Background: an optimization exercise with open tools, aiming at small area. Do not read the settings as production practice.
Function was checked by simulation only, so behaviour that the tests miss may differ from the original.
No activity file was given, so power comes from the tool's default toggle rates.

// walk_sound_top
module walk_sound_top (
    input  logic                                      clk,
    input  logic                                      rst_n,
    input  logic                                      reg_wr,
    input  logic [1:0]                                reg_addr,
    input  logic [15:0]                               reg_wdata,
    output logic [15:0]                               reg_rdata,
    output logic                                      sample_valid,
    output logic signed [walk_snd_pkg::sample_w-1:0] sample_out
);
    logic               walk_en;
    logic [3:0]         vol_shift;
    logic [7:0]         tick_div;
    logic               audio_en;
    logic [2:0]         sample_cnt;
    logic signed [14:0] walk_next;   
    logic [3:0]         shift_q;     
    walk_cfg_regs u_regs (
        .clk(clk), .rst_n(rst_n), .reg_wr(reg_wr), .reg_addr(reg_addr),
        .reg_wdata(reg_wdata), .reg_rdata(reg_rdata), .walk_en(walk_en),
        .vol_shift(vol_shift), .tick_div(tick_div)
    );
    sample_tick_gen u_tick (
        .clk(clk), .rst_n(rst_n), .tick_div(tick_div), .audio_en(audio_en),
        .sample_cnt(sample_cnt)
    );
    dk_walk u_walk (
        .clk(clk), .rst_n(rst_n), .audio_en(audio_en), .sample_cnt(sample_cnt),
        .walk_en(walk_en), .out(walk_next)
    );
    assign sample_out = (shift_q == 4'hf) ? '0 : (16'(walk_next) >>> shift_q);
    always_ff @(posedge clk) begin
        if (!rst_n) begin
            sample_valid <= 1'b0;
            shift_q      <= '0;
        end else begin
            sample_valid <= audio_en;
            if (audio_en) begin
                shift_q <= vol_shift;
            end
        end
    end
endmodule
Size: roughly 1400 cells after synthesis, ~120 flip-flops.
==> flow/config.mk <==
export PLATFORM = sky130hd
export DESIGN_NAME = walk_sound_top
export DESIGN_NICKNAME = walk_sound_top
export VERILOG_FILES = /design/flow/design.v
export SDC_FILE = /design/flow/constraint.sdc
export NUM_CORES = 4
export LEC_CHECK = 0
export CAP_MARGIN = 20
export CORE_MARGIN = 2
export CORE_UTILIZATION = 60
export GPL_TIMING_DRIVEN = 0
export SLEW_MARGIN = 20
export SYNTH_HIERARCHICAL = 1
export SYNTH_MINIMUM_KEEP_SIZE = 0
==> flow/constraint.sdc <==
create_clock -name core_clock -period 14.0 [get_ports {clk}]
set_input_delay 2.8000 -clock core_clock [delete_from_list [all_inputs] [get_ports {clk}]]
set_output_delay 2.8000 -clock core_clock [all_outputs]
set_load 0.01 [all_outputs]
standard.sh (not shown) runs the stock make flow with config.mk's settings and CLKGATE_MAP_FILE= SYNTH_SCRIPT=/design/flow/synth_recipe.tcl, a recipe that flattens the netlist after the stock synthesis.
==> flow/flow/run.sh <==
#!/bin/bash
# The standard layout (the standard.sh, with its synthesis unchanged), with two
# changes: the port buffers are the smallest buffer cell, and the clock tree is built
# with clkbuf_8 cells in large sink clusters and without dummy loads.
set -euo pipefail
export BUFFER_PORTS_ARGS="-buffer_cell sky130_fd_sc_hd__buf_1"
export CTS_ARGS="-sink_clustering_enable -repair_clock_nets -dont_use_dummy_load -buf_list sky130_fd_sc_hd__clkbuf_8 -sink_clustering_size 100 -sink_clustering_max_diameter 500"
bash standard.sh > standard.log 2>&1
The first run passed the timing, DRC and antenna checks.
Then changed:
==> flow/run.sh (new file) <==
#!/bin/bash
# synth_recipe.tcl (not shown) runs the flow's synth.tcl, then flattens the netlist and writes it again
# the make line also repeats each setting of config.mk as NAME=value (left out here)
make -C /OpenROAD-flow-scripts/flow DESIGN_CONFIG=/design/flow/config.mk WORK_HOME=/design/flow/orfs CLKGATE_MAP_FILE= SYNTH_SCRIPT=/design/flow/synth_recipe.tcl finish
CORE_UTILIZATION = 40   (was 60)
CTS_BUF_LIST = sky130_fd_sc_hd__clkbuf_8   (was not set)
CTS_CLUSTER_DIAMETER = 500   (was not set)
CTS_CLUSTER_SIZE = 100   (was not set)
GPL_TIMING_DRIVEN = not set   (was 0)
removed: flow/flow/run.sh
removed: flow/standard.sh
=> The new run completed with no timing, DRC or antenna violations; clock power increases by 40%; worst hold slack degrades by 0.014 ns; total power increases by 4.1%; clock-buffer cell count increases by 1.
Then changed:
==> flow/flow/run.sh (new file) <==
#!/bin/bash
# The standard layout (the standard.sh, with its synthesis unchanged), with two
# changes: the port buffers are the smallest buffer cell, and the clock tree is built
# with clkbuf_8 cells in large sink clusters and without dummy loads.
set -euo pipefail
export BUFFER_PORTS_ARGS="-buffer_cell sky130_fd_sc_hd__buf_1"
export CTS_ARGS="-sink_clustering_enable -repair_clock_nets -dont_use_dummy_load -buf_list sky130_fd_sc_hd__clkbuf_4 -root_buf sky130_fd_sc_hd__clkbuf_8 -sink_clustering_size 100 -sink_clustering_max_diameter 500"
bash standard.sh > standard.log 2>&1
==> flow/standard.sh (new file) <==
#!/bin/bash
# synth_recipe.tcl (not shown) runs the flow's synth.tcl, then flattens the netlist and writes it again
# the make line also repeats each setting of config.mk as NAME=value (left out here)
make -C /OpenROAD-flow-scripts/flow DESIGN_CONFIG=/design/flow/config.mk WORK_HOME=/design/flow/orfs CLKGATE_MAP_FILE= SYNTH_SCRIPT=/design/flow/synth_recipe.tcl "${@:-finish}"
CTS_BUF_LIST = not set   (was sky130_fd_sc_hd__clkbuf_8)
CTS_CLUSTER_DIAMETER = not set   (was 500)
CTS_CLUSTER_SIZE = not set   (was 100)
removed: flow/run.sh
=> Final area falls by 3.2%. Non-clock buffer count does not change. Hold slack improves by 0.011 ns. Final cell count goes down by 0.80%.
Then changed:
==> flow/run.sh (new file) <==
#!/bin/bash
# synth_recipe.tcl (not shown) runs the flow's synth.tcl, then flattens the netlist and writes it again
# the make line also repeats each setting of config.mk as NAME=value (left out here)
make -C /OpenROAD-flow-scripts/flow DESIGN_CONFIG=/design/flow/config.mk WORK_HOME=/design/flow/orfs CLKGATE_MAP_FILE= SYNTH_SCRIPT=/design/flow/synth_recipe.tcl finish
CORE_UTILIZATION = 65   (was 40)
CTS_BUF_LIST = sky130_fd_sc_hd__clkbuf_4 sky130_fd_sc_hd__clkbuf_8   (was not set)
removed: flow/flow/run.sh
removed: flow/standard.sh
=>
- total power grows by a little under a tenth
- clock power grows by well over a third
- area after synthesis stays the same
- cell area grows slightly
- clock-buffer cell count does not change
- worst setup slack loses 0.016 ns
- non-clock buffer count shrinks by 2
- combinational power grows by a few percent
- via count grows slightly

[separate check: timing with driven ports]
The flow's constraints put no driver on any port. The routed layouts listed below were extracted and timed again, unchanged, in two steps.
Step 1, drivers: a clkbuf_16 drives clk and a buf_2 each remaining input, both assumed.
Step 2, shift: input delay + t, output delay - t, t = (earliest + latest rising clock arrival at the registers) / 2. This alone moves slack from input paths to output paths.
a / b / c = no drivers / after step 1 / after step 2; a / b = the first two.
| run | shift t [ns] | setup slack, ns | slew at the worst register clock pin (ns) | pins driven straight from the clock port |
|---|---|---|---|---|
| the first run | 0.473 | 0.360 / 0.360 / 0.360 | 0.10 / 0.10 | 1 |
| the second run | 0.494 | 0.468 / 0.468 / 0.468 | 0.09 / 0.09 | 1 |
| the third run | 0.460 | 0.396 / 0.396 / 0.396 | 0.12 / 0.12 | 1 |
| the fourth run | 0.493 | 0.380 / 0.380 / 0.380 | 0.11 / 0.11 | 1 |
After both steps setup and hold are still met in every run listed.
